This is an optimization exercise on Yosys and OpenROAD, whose aim is small area, a short achievable clock period and few clock cycles per item, not a production implementation.
In this exercise RTL edits were held to simulation tests only and were not proved equivalent to the original.

$ cat flow/run.sh
#!/bin/bash
# synth_recipe.tcl (not shown) runs the flow's synth.tcl, then flattens the netlist and writes it again
# the make line also repeats each setting of config.mk as NAME=value (left out here)
make -C /OpenROAD-flow-scripts/flow DESIGN_CONFIG=/design/flow/config.mk WORK_HOME=/design/flow/orfs CLKGATE_MAP_FILE= SYNTH_SCRIPT=/design/flow/synth_recipe.tcl finish
$ cat flow/config.mk
export PLATFORM = sky130hd
export DESIGN_NAME = rgb_hsv_converter
export DESIGN_NICKNAME = rgb_hsv_converter
export VERILOG_FILES = /design/flow/design.v
export SDC_FILE = /design/flow/constraint.sdc
export NUM_CORES = 4
export LEC_CHECK = 0
export CAP_MARGIN = 20
export CORE_MARGIN = 2
export CORE_UTILIZATION = 40
export SLEW_MARGIN = 20
$ cat flow/constraint.sdc
create_clock -name core_clock -period 10.0 [get_ports {clk_i}]
set_input_delay 2.0000 -clock core_clock [delete_from_list [all_inputs] [get_ports {clk_i}]]
set_output_delay 2.0000 -clock core_clock [all_outputs]
set_load 0.01 [all_outputs]
$ cat flow/design.v
package rhc_pkg;
  localparam int unsigned HUE_BITS   = 9;
  localparam int unsigned HUE_FULL   = 360;
  localparam int unsigned SECTOR_DEG = 60;
  typedef enum logic [1:0] {
    HB_RED,
    HB_GREEN,
    HB_BLUE,
    HB_RED_NEG
  } hue_base_e;
  typedef struct packed {
    logic [2:0] sector;
    logic [5:0] frac;
  } hue_split_t;
  function automatic hue_split_t hue_split(input logic [HUE_BITS-1:0] h);
    logic [3:0] cnt;
    logic [HUE_BITS-1:0] hh;
    logic [2:0] sec;
    cnt = 4'd0;
    for (int k = 1; k <= 8; k++) begin
      if (h >= HUE_BITS'(k * SECTOR_DEG)) cnt = 4'(k);
    end
    hh  = h - HUE_BITS'(cnt * SECTOR_DEG);
    sec = (cnt >= 4'd6) ? 3'(cnt - 4'd6) : cnt[2:0];
    hue_split = {sec, hh[5:0]};
  endfunction
endpackage
module rhc_div #(
  parameter int unsigned RW  = 20,
  parameter int unsigned DW  = 12,
  parameter int unsigned TOP = 7,
  parameter int unsigned NS  = 4
) (
  input  logic [RW-1:0] rem_i,
  input  logic [DW-1:0] den_i,
  output logic [RW-1:0] rem_o,
  output logic [NS-1:0] quo_o
);
  always_comb begin
    logic [RW-1:0] r;
    logic [DW:0]   t;
    logic [DW+1:0] diff;
    r = rem_i;
    for (int k = 0; k < NS; k++) begin
      t    = r[(TOP - k) +: DW + 1];
      diff = {1'b0, t} - {2'b00, den_i};
      quo_o[NS-1-k] = !diff[DW+1];
      if (!diff[DW+1]) r[(TOP - k) +: DW + 1] = diff[DW:0];
    end
    rem_o = r;
  end
endmodule
module rgb_hsv_converter #(
  parameter int unsigned CHANNEL_BITS = 8
) (
  input  logic                         clk_i,
  input  logic                         rst_ni,
  input  logic                         cfg_we_i,
  input  logic                         cfg_wdata_i,
  input  logic                         pix_i_valid,
  output logic                         pix_i_ready,
  input  logic [CHANNEL_BITS-1:0]      pix_i_red,
  input  logic [CHANNEL_BITS-1:0]      pix_i_green,
  input  logic [CHANNEL_BITS-1:0]      pix_i_blue,
  input  logic [rhc_pkg::HUE_BITS-1:0] pix_i_hue,
  input  logic [CHANNEL_BITS-1:0]      pix_i_saturation,
  input  logic [CHANNEL_BITS-1:0]      pix_i_brightness,
  input  logic [CHANNEL_BITS-1:0]      pix_i_alpha,
  output logic                         pix_o_valid,
  input  logic                         pix_o_ready,
  output logic [CHANNEL_BITS-1:0]      pix_o_out_red,
  output logic [CHANNEL_BITS-1:0]      pix_o_out_green,
  output logic [CHANNEL_BITS-1:0]      pix_o_out_blue,
  output logic [rhc_pkg::HUE_BITS-1:0] pix_o_out_hue,
  output logic [CHANNEL_BITS-1:0]      pix_o_out_saturation,
  output logic [CHANNEL_BITS-1:0]      pix_o_out_brightness,
  output logic [CHANNEL_BITS-1:0]      pix_o_out_alpha
);
  localparam int unsigned NST = 8;   
  logic dir_q;
  logic en;
  always_ff @(posedge clk_i or negedge rst_ni) begin
    if (!rst_ni) begin
      dir_q <= 1'b0;
    end else if (cfg_we_i) begin
      dir_q <= cfg_wdata_i;
    end
  end
  logic [NST:1] vld_q;
  logic [NST:1] dir_s;
  logic [7:0]   alpha_s [NST+1];
  assign en          = !vld_q[NST] || pix_o_ready;
  assign pix_i_ready = en;
  always_ff @(posedge clk_i or negedge rst_ni) begin
    if (!rst_ni) begin
      vld_q <= '0;
    end else if (en) begin
      vld_q <= {vld_q[NST-1:1], pix_i_valid};
    end
  end
  assign alpha_s[0] = pix_i_alpha;
  always_ff @(posedge clk_i) begin
    if (en) begin
      dir_s <= {dir_s[NST-1:1], dir_q};
      for (int k = 1; k <= NST; k++) alpha_s[k] <= alpha_s[k-1];
    end
  end
  logic [24:0] f1_d;
  logic [2:0]  c1_d;
  always_comb begin
    if (dir_q) begin
      f1_d = {pix_i_hue, pix_i_saturation, pix_i_brightness};
      c1_d = '0;
    end else begin
      f1_d = {1'b0, pix_i_red, pix_i_green, pix_i_blue};
      c1_d = {pix_i_green > pix_i_red, pix_i_blue > pix_i_red, pix_i_blue > pix_i_green};
    end
  end
  logic [24:0] f1_q;
  logic [2:0]  c1_q;
  logic [15:0] u2_d;   
  logic [7:0]  v2_d;   
  logic [13:0] h2_d;   
  logic [7:0]  d2_d;   
  logic [3:0]  e2_d;   
  rhc_pkg::hue_split_t hs1;
  assign hs1 = rhc_pkg::hue_split(f1_q[24:16]);
  always_comb begin
    logic [7:0] r, g, b, mx, mid, mn, d, y;
    logic       g_gt_r, b_gt_r, b_gt_g, neg;
    rhc_pkg::hue_base_e base;
    {r, g, b} = f1_q[23:0];
    {g_gt_r, b_gt_r, b_gt_g} = c1_q;
    if (!g_gt_r && !b_gt_r) begin
      mx   = r;
      mid  = b_gt_g ? b : g;
      mn   = b_gt_g ? g : b;
      neg  = b_gt_g;
      base = b_gt_g ? rhc_pkg::HB_RED_NEG : rhc_pkg::HB_RED;
    end else if (!b_gt_g) begin
      mx   = g;
      mid  = b_gt_r ? b : r;
      mn   = b_gt_r ? r : b;
      neg  = !b_gt_r && (b != r);
      base = rhc_pkg::HB_GREEN;
    end else begin
      mx   = b;
      mid  = g_gt_r ? g : r;
      mn   = g_gt_r ? r : g;
      neg  = g_gt_r;
      base = rhc_pkg::HB_BLUE;
    end
    d = mx - mn;
    y = mid - mn;
    if (dir_s[1]) begin
      u2_d = f1_q[7:0] * f1_q[15:8];
      v2_d = f1_q[7:0];
      h2_d = {hs1.frac, hs1.sector, 5'd0};
      d2_d = '0;
      e2_d = '0;
    end else begin
      u2_d = {d, 8'd0} - 16'(d) + 16'(mx[7:1]);
      v2_d = mx;
      h2_d = ({y, 6'd0} - {4'd0, y, 2'd0}) + 14'((d - 8'(neg)) >> 1);
      d2_d = d;
      e2_d = {base, neg, (d == 8'd0)};
    end
  end
  logic [15:0] u2_q;
  logic [7:0]  v2_q;
  logic [13:0] h2_q;
  logic [7:0]  d2_q;
  logic [3:0]  e2_q;
  logic [19:0] u3_d;   
  logic [25:0] x3_d;   
  logic [13:0] rh2;
  logic [1:0]  qh2;
  rhc_div #(.RW(14), .DW(8), .TOP(5), .NS(2)) u_hdiv2 (
    .rem_i(h2_q), .den_i(d2_q), .rem_o(rh2), .quo_o(qh2)
  );
  always_comb begin
    logic [21:0] z;
    logic [16:0] t;
    logic [7:0]  a0, r0;
    z  = 22'(h2_q[13:8]) * 22'(u2_q) + 22'd7649;
    t  = 17'(u2_q) + 17'(u2_q[15:8]) + 17'd1;
    a0 = t[15:8];
    r0 = u2_q[7:0] + a0;
    if (dir_s[2]) begin
      u3_d = z[21:2];
      x3_d = {5'd0, z[1:0], h2_q[7:5], a0, r0};
    end else begin
      u3_d = {4'd0, u2_q};
      x3_d = {rh2[11:0], d2_q, qh2, e2_q};
    end
  end
  logic [19:0] u3_q;
  logic [7:0]  v3_q;
  logic [25:0] x3_q;
  logic [11:0] den3;
  logic [19:0] lr3;
  logic [1:0]  lq3;
  logic [11:0] rh3;
  logic [1:0]  qh3;
  logic [25:0] x4_d;
  assign den3 = dir_s[3] ? 12'd3825 : 12'(v3_q);
  rhc_div #(.RW(20), .DW(12), .TOP(7), .NS(2)) u_ldiv3 (
    .rem_i(u3_q), .den_i(den3), .rem_o(lr3), .quo_o(lq3)
  );
  rhc_div #(.RW(12), .DW(8), .TOP(3), .NS(2)) u_hdiv3 (
    .rem_i(x3_q[25:14]), .den_i(x3_q[13:6]), .rem_o(rh3), .quo_o(qh3)
  );
  assign x4_d = dir_s[3] ? x3_q : {rh3[9:0], x3_q[13:6], x3_q[5:4], qh3, x3_q[3:0]};
  logic [17:0] lr4_q;
  logic [1:0]  lq4_q;
  logic [7:0]  v4_q;
  logic [25:0] x4_q;
  logic [11:0] den4;
  logic [17:0] lr4;
  logic [1:0]  lq4;
  logic [9:0]  rh4;
  logic [1:0]  qh4;
  logic [20:0] x5_d;
  assign den4 = dir_s[4] ? 12'd3825 : 12'(v4_q);
  rhc_div #(.RW(18), .DW(12), .TOP(5), .NS(2)) u_ldiv4 (
    .rem_i(lr4_q), .den_i(den4), .rem_o(lr4), .quo_o(lq4)
  );
  rhc_div #(.RW(10), .DW(8), .TOP(1), .NS(2)) u_hdiv4 (
    .rem_i(x4_q[25:16]), .den_i(x4_q[15:8]), .rem_o(rh4), .quo_o(qh4)
  );
  assign x5_d = dir_s[4] ? x4_q[20:0] : {11'd0, x4_q[7:4], qh4, x4_q[3:0]};
  logic [15:0] lr5_q;
  logic [3:0]  lq5_q;
  logic [7:0]  v5_q;
  logic [20:0] x5_q;
  logic [11:0] den5;
  logic [15:0] lr5;
  logic [1:0]  lq5;
  logic [20:0] x6_d;
  assign den5 = dir_s[5] ? 12'd3825 : 12'(v5_q);
  rhc_div #(.RW(16), .DW(12), .TOP(3), .NS(2)) u_ldiv5 (
    .rem_i(lr5_q), .den_i(den5), .rem_o(lr5), .quo_o(lq5)
  );
  always_comb begin
    logic [5:0] qh;
    logic [8:0] hue;
    qh = x5_q[9:4];
    case (x5_q[3:2])
      2'(rhc_pkg::HB_RED):   hue = 9'd0;
      2'(rhc_pkg::HB_GREEN): hue = 9'd120;
      2'(rhc_pkg::HB_BLUE):  hue = 9'd240;
      default:               hue = 9'd360;
    endcase
    hue = x5_q[1] ? hue - 9'(qh) : hue + 9'(qh);
    if (x5_q[0]) hue = '0;
    x6_d = dir_s[5] ? x5_q : {11'd0, hue, x5_q[0]};
  end
  logic [13:0] lr6_q;
  logic [5:0]  lq6_q;
  logic [7:0]  v6_q;
  logic [20:0] x6_q;
  logic [11:0] den6;
  logic [13:0] lr6;
  logic [1:0]  lq6;
  logic [32:0] x7_d;
  assign den6 = dir_s[6] ? 12'd3825 : 12'(v6_q);
  rhc_div #(.RW(14), .DW(12), .TOP(1), .NS(2)) u_ldiv6 (
    .rem_i(lr6_q), .den_i(den6), .rem_o(lr6), .quo_o(lq6)
  );
  always_comb begin
    logic [7:0]  v, a0, r0, r0p, p, t0;
    logic [11:0] k15;
    v   = v6_q;
    a0  = x6_q[15:8];
    r0  = x6_q[7:0];
    r0p = (r0 == 8'd0) ? 8'd255 : r0;
    k15 = {r0p, 4'd0} - 12'(r0p);
    p   = v - a0 - 8'(r0[7]);
    t0  = v - a0 - 8'(r0 != 8'd0);
    x7_d = dir_s[6] ? {x6_q[20:16], k15, p, t0} : {23'd0, x6_q[9:0]};
  end
  logic [11:0] lr7_q;
  logic [7:0]  lq7_q;
  logic [7:0]  v7_q;
  logic [32:0] x7_q;
  logic [7:0] o0_d, o1_d, o2_d;
  logic       o3_d;
  always_comb begin
    logic [7:0]  v, qd, p, q, t, t0;
    logic [11:0] k15;
    logic [1:0]  zl;
    logic [2:0]  sec;
    logic        c;
    v   = v7_q;
    qd  = lq7_q;
    {zl, sec, k15, p, t0} = x7_q;
    c   = (zl == 2'd3) ? (k15 <= lr7_q + 12'd1) : (k15 <= lr7_q);
    q   = v - qd;
    t   = t0 + qd + 8'(c);
    if (dir_s[7]) begin
      o3_d = 1'b0;
      case (sec)
        3'd0:    begin o0_d = v; o1_d = t; o2_d = p; end
        3'd1:    begin o0_d = q; o1_d = v; o2_d = p; end
        3'd2:    begin o0_d = p; o1_d = v; o2_d = t; end
        3'd3:    begin o0_d = p; o1_d = q; o2_d = v; end
        3'd4:    begin o0_d = t; o1_d = p; o2_d = v; end
        default: begin o0_d = v; o1_d = p; o2_d = q; end
      endcase
    end else begin
      o0_d = x7_q[0] ? 8'd0 : qd;
      o1_d = v;
      {o3_d, o2_d} = x7_q[9:1];
    end
  end
  logic [7:0] o0_q, o1_q, o2_q;
  logic       o3_q;
  always_ff @(posedge clk_i) begin
    if (en) begin
      f1_q  <= f1_d;
      c1_q  <= c1_d;
      u2_q  <= u2_d;
      v2_q  <= v2_d;
      h2_q  <= h2_d;
      d2_q  <= d2_d;
      e2_q  <= e2_d;
      u3_q  <= u3_d;
      v3_q  <= v2_q;
      x3_q  <= x3_d;
      lr4_q <= lr3[17:0];
      lq4_q <= lq3;
      v4_q  <= v3_q;
      x4_q  <= x4_d;
      lr5_q <= lr4[15:0];
      lq5_q <= {lq4_q, lq4};
      v5_q  <= v4_q;
      x5_q  <= x5_d;
      lr6_q <= lr5[13:0];
      lq6_q <= {lq5_q, lq5};
      v6_q  <= v5_q;
      x6_q  <= x6_d;
      lr7_q <= lr6[11:0];
      lq7_q <= {lq6_q, lq6};
      v7_q  <= v6_q;
      x7_q  <= x7_d;
      o0_q  <= o0_d;
      o1_q  <= o1_d;
      o2_q  <= o2_d;
      o3_q  <= o3_d;
    end
  end
  assign pix_o_valid          = vld_q[NST];
  assign pix_o_out_red        = dir_s[NST] ? o0_q : 8'd0;
  assign pix_o_out_green      = dir_s[NST] ? o1_q : 8'd0;
  assign pix_o_out_blue       = dir_s[NST] ? o2_q : 8'd0;
  assign pix_o_out_saturation = dir_s[NST] ? 8'd0 : o0_q;
  assign pix_o_out_brightness = dir_s[NST] ? 8'd0 : o1_q;
  assign pix_o_out_hue        = dir_s[NST] ? 9'd0 : {o3_q, o2_q};
  assign pix_o_out_alpha      = alpha_s[NST];
endmodule
==> results_dict.tcl <==
set metrics [dict create \
    cts_made_buffers 53 \
    min_path_type "reg -> reg" \
    finalHoldViolCount 0 \
    yosys_most_used_dff "edfxtp_1" \
    clkTransAtPathRegs_ns 0.06 \
    crit_end "lr4_q[13]" \
    worst-path-max-fanout 40 \
    worstSetupStartpoint "dir_s[3]" \
    fin_hold_ws_ns 0.412 \
    synth_top_area_cell "edfxtp_1" \
    h-tree-depth 2 \
    cts_root_buf "clkbuf_16" \
    reg2reg_from "dir_s[3]" \
    post_cts_resized 0 \
    yosysWarnings 9 \
    nNetsFinal 4156 \
    pre_cts_slack_ns 2.91 \
    diodes 0 \
    synth_cell_type_count 89 \
    syn_area_sq_um 35700 \
    synth.top_cell.area_share 0.371 \
    grt_setup_unrepaired "no" \
    fin_crit_sh 0.702 \
    slew_headroom 0.282 \
    rr_worst_depth 22 \
    worst_slack_ns 2.98 \
    gr-total-overflow 0 \
    drc 0 \
    yosys.area_share.simple 0.130 \
    end_kind "flop" \
    synthCells 3543 \
    core-area_sq_um 88500 \
    synth-seq-cells 451 \
    status "no timing/DRC/antenna violations" \
    tritoncts "yes" \
    worst-r2r-setup-slack_ns 2.98 \
    grt_max_degree 83 \
    firstDrtPassIters 25 \
    gp_congestion 0.861 \
    finalSetupViolCount 0 \
    cp-start-kind "flop" \
    port_buffers 121 \
    postCtsSetupRepairBufs 0 \
    num_vias 25099 \
    r2r-end "lr4_q[13]" \
    syn_area_per_cell_sq_um 10.1 \
    core.rowCount 109 \
    maxSlewViolCount 0 \
    required_ns 10.34 \
    hold_buffers 0 \
    areaGrowthSynthToFinish_pct 11.3 \
    clock_path_buffers 3 \
    synthMuxAreaShare 0.0579 \
    worstSkewPairLatency_ns 0.62 \
    avgRoutedWirePerCell_microns 16.5 \
    async_reset_ff_frac 0.0200 \
    antenna_found_initial 0 \
    post-route-min-period_ns 7.02 \
    tns_ns 0 \
    dpl_cell_area_sq_um 38000 \
    path_class "reg -> reg" \
    wl_mm 79.3 \
    synth_edf_count 442 \
    synth_compound_area_frac 0.132 \
    worst_pin_slew_ns 1.07 \
    mostFrequentLayoutCells "edfxtp_1 (442), ha_1 (367), inv_1 (327)" \
    viasPerCell 5.21 \
    io_pins 122 \
    cp.arrival_ns 7.36 \
    dieHeight_microns 303 \
    yosysSeqAreaShare 0.378 \
    synthTopCellsByArea "edfxtp_1 (37%), ha_1 (13%), fa_1 (6.5%)" \
    dieWidth_microns 303 \
    syn_nets 4089 \
    synth_xor_area_frac 0.0580 \
    clock-sinks 451 \
    grt_pass1_wl_mm 129 \
    grt_pass1_vias 24550 \
    max_freq_mhz 142 \
    fin_area_sq_um 39800 \
    gr-usage-all-layers 0.174 \
    dp_hpwl_mm 61.0 \
    initial_utilization 0.404 \
    drt_iter0_markers 1362 \
    dieArea_sq_um 91800 \
    drv_cap 0 \
    drive_above_1_share 0.0769 \
    ant_nets 0 \
    yosys.area_share.adder 0.195 \
    final.setup_skew_ns 0.0310 \
    final_common_cell "edfxtp_1" \
    synth_top_family_by_area "adder cells" \
]
-- cell families (layout without fill, tap and decap cells) --
logic type | Yosys count | in the layout
XOR/XNOR | 232 | 232
flip-flops | 451 | 451
multiplexers | 187 | 187
AND/OR/NAND/NOR | 980 | 980
adder cells (fa/ha/maj) | 487 | 487
AO/OA/AOI/OAI | 745 | 745
buffers and inverters | 461 | 571
-- per-layer routing --
metal | routed length (microns) | vias to the layer above | part of all wire | GRT usage
li1 | - | 12667 | - | -
met1 | 34900 | 11953 | 0.44 | 0.220
met2 | 40200 | 373 | 0.51 | 0.314
met3 | 2260 | 106 | 0.029 | 0.0165
met4 | 1860 | 0 | 0.023 | 0.0471
met5 | 0 | - | 0 | 0
-- registers in the layout, indices dropped and copies added (netlist names), 20 cells and up --
register / flops
alpha_s: 64
u3_q: 20
x4_q: 26
x3_q: 26
x6_q: 21
x7_q: 33
x5_q: 21
f1_q: 25
-- area by class of cell --
class / instances / area [sq um]
clock buffers: 63 / 1380
clock inverters: 35 / 317
fillers: 8333 / 48700
inverters: 329 / 1230
multi-input cells: 2631 / 20500
flip-flops and latches: 451 / 13500
well taps: 1165 / 1460
repair buffers: 144 / 1390
-- synth_stat cells, drive strengths merged, types with 6 or more instances --
library cell,count
a21oi,200
o21a,31
inv,329
xor2,68
a311oi,15
nand2,325
xnor2,161
o31ai,14
a21o,61
a31oi,15
nor3b,8
fa,116
a22o,10
or3,22
o41ai,6
o311ai,9
a211o,12
nor4,8
buf,22
a211oi,32
o21ai,211
and3,12
nand2b,26
o21bai,20
o22ai,23
edfxtp,442
mux2,130
nor2,253
nand3,37
ha,367
dfrtp,9
or2,19
o211ai,13
mux2i,57
nor3,46
nand4,23
a21boi,23
or4,10
clkbuf,110
and2,114
nor2b,66
-- worst max-delay path, cell delays in order (launching register included) --
cell and delay, ns:
edfxtp_1 1.04, inv_1 0.65, nand2_1 0.33, ha_1 0.27, nor2b_1 0.13, o21a_1 0.18
a311oi_1 0.55, a211o_1 0.23, and2_1 0.17, o21ai_1 0.07, buf_4 0.21, o21ai_0 0.36
inv_1 0.09, ha_1 0.28, nor2b_1 0.13, o21a_1 0.18, o21ai_0 0.22, a21oi_1 0.15
or4_1 0.41, a21oi_1 0.21, o21ai_1 0.18, a21o_1 0.37, mux2_2 0.33
-- worst min-delay path by stage --
stage,slack [ns],from,depth (start not counted),end
6_report,0.41,alpha_s[7][2],0,alpha_s[8][2]
4_1_cts,0.40,v2_q[7],0,v3_q[7]
3_5_place_dp,0.40,alpha_s[2][2],0,alpha_s[3][2]
2_1_floorplan,0.40,alpha_s[1][0],0,alpha_s[2][0]
5_1_grt,0.42,alpha_s[7][7],0,alpha_s[8][7]
3_3_place_gp,0.40,alpha_s[3][5],0,alpha_s[4][5]
-- per-stage QoR --
step / std cells / util
floorplan: 3543 / -
global placement: 4719 / 0.430
detailed placement: 4719 / 0.430
global route: 4818 / 0.449
finish: 4818 / 0.449
CTS: 4817 / 0.449
Testbench counts, summed over its fixed seeds: cycles 19,352, items 19,200.

-- separate check: timing with driven ports --
In the flow no input, the clock included, has a driving cell. The finished layout below was timed again as built, in two steps. Step 1 (the two cells are an assumption about what drives the block):
set clk [get_ports {clk_i}]
set_driving_cell -lib_cell sky130_fd_sc_hd__clkbuf_16 $clk
set_driving_cell -lib_cell sky130_fd_sc_hd__buf_2 [delete_from_list [all_inputs] $clk]
Step 2 adds t to the input delays and takes it off the output delays; t is the mean of the earliest and latest rising clock arrival at the registers after step 1. Input paths then give back, and output paths get back, about the clock's delay inside the block. a / b / c = ideal / step 1 / step 2; a / b = the first two.
t, ns: 0.662
setup WS [ns]: 2.980 / 2.980 / 2.980
worst data-port slew with drivers (ns): 0.06
After both steps this run still meets setup and hold. For this run, drivers alone change the setup slack by 0.000 ns; drivers and shift together by 0.000 ns.
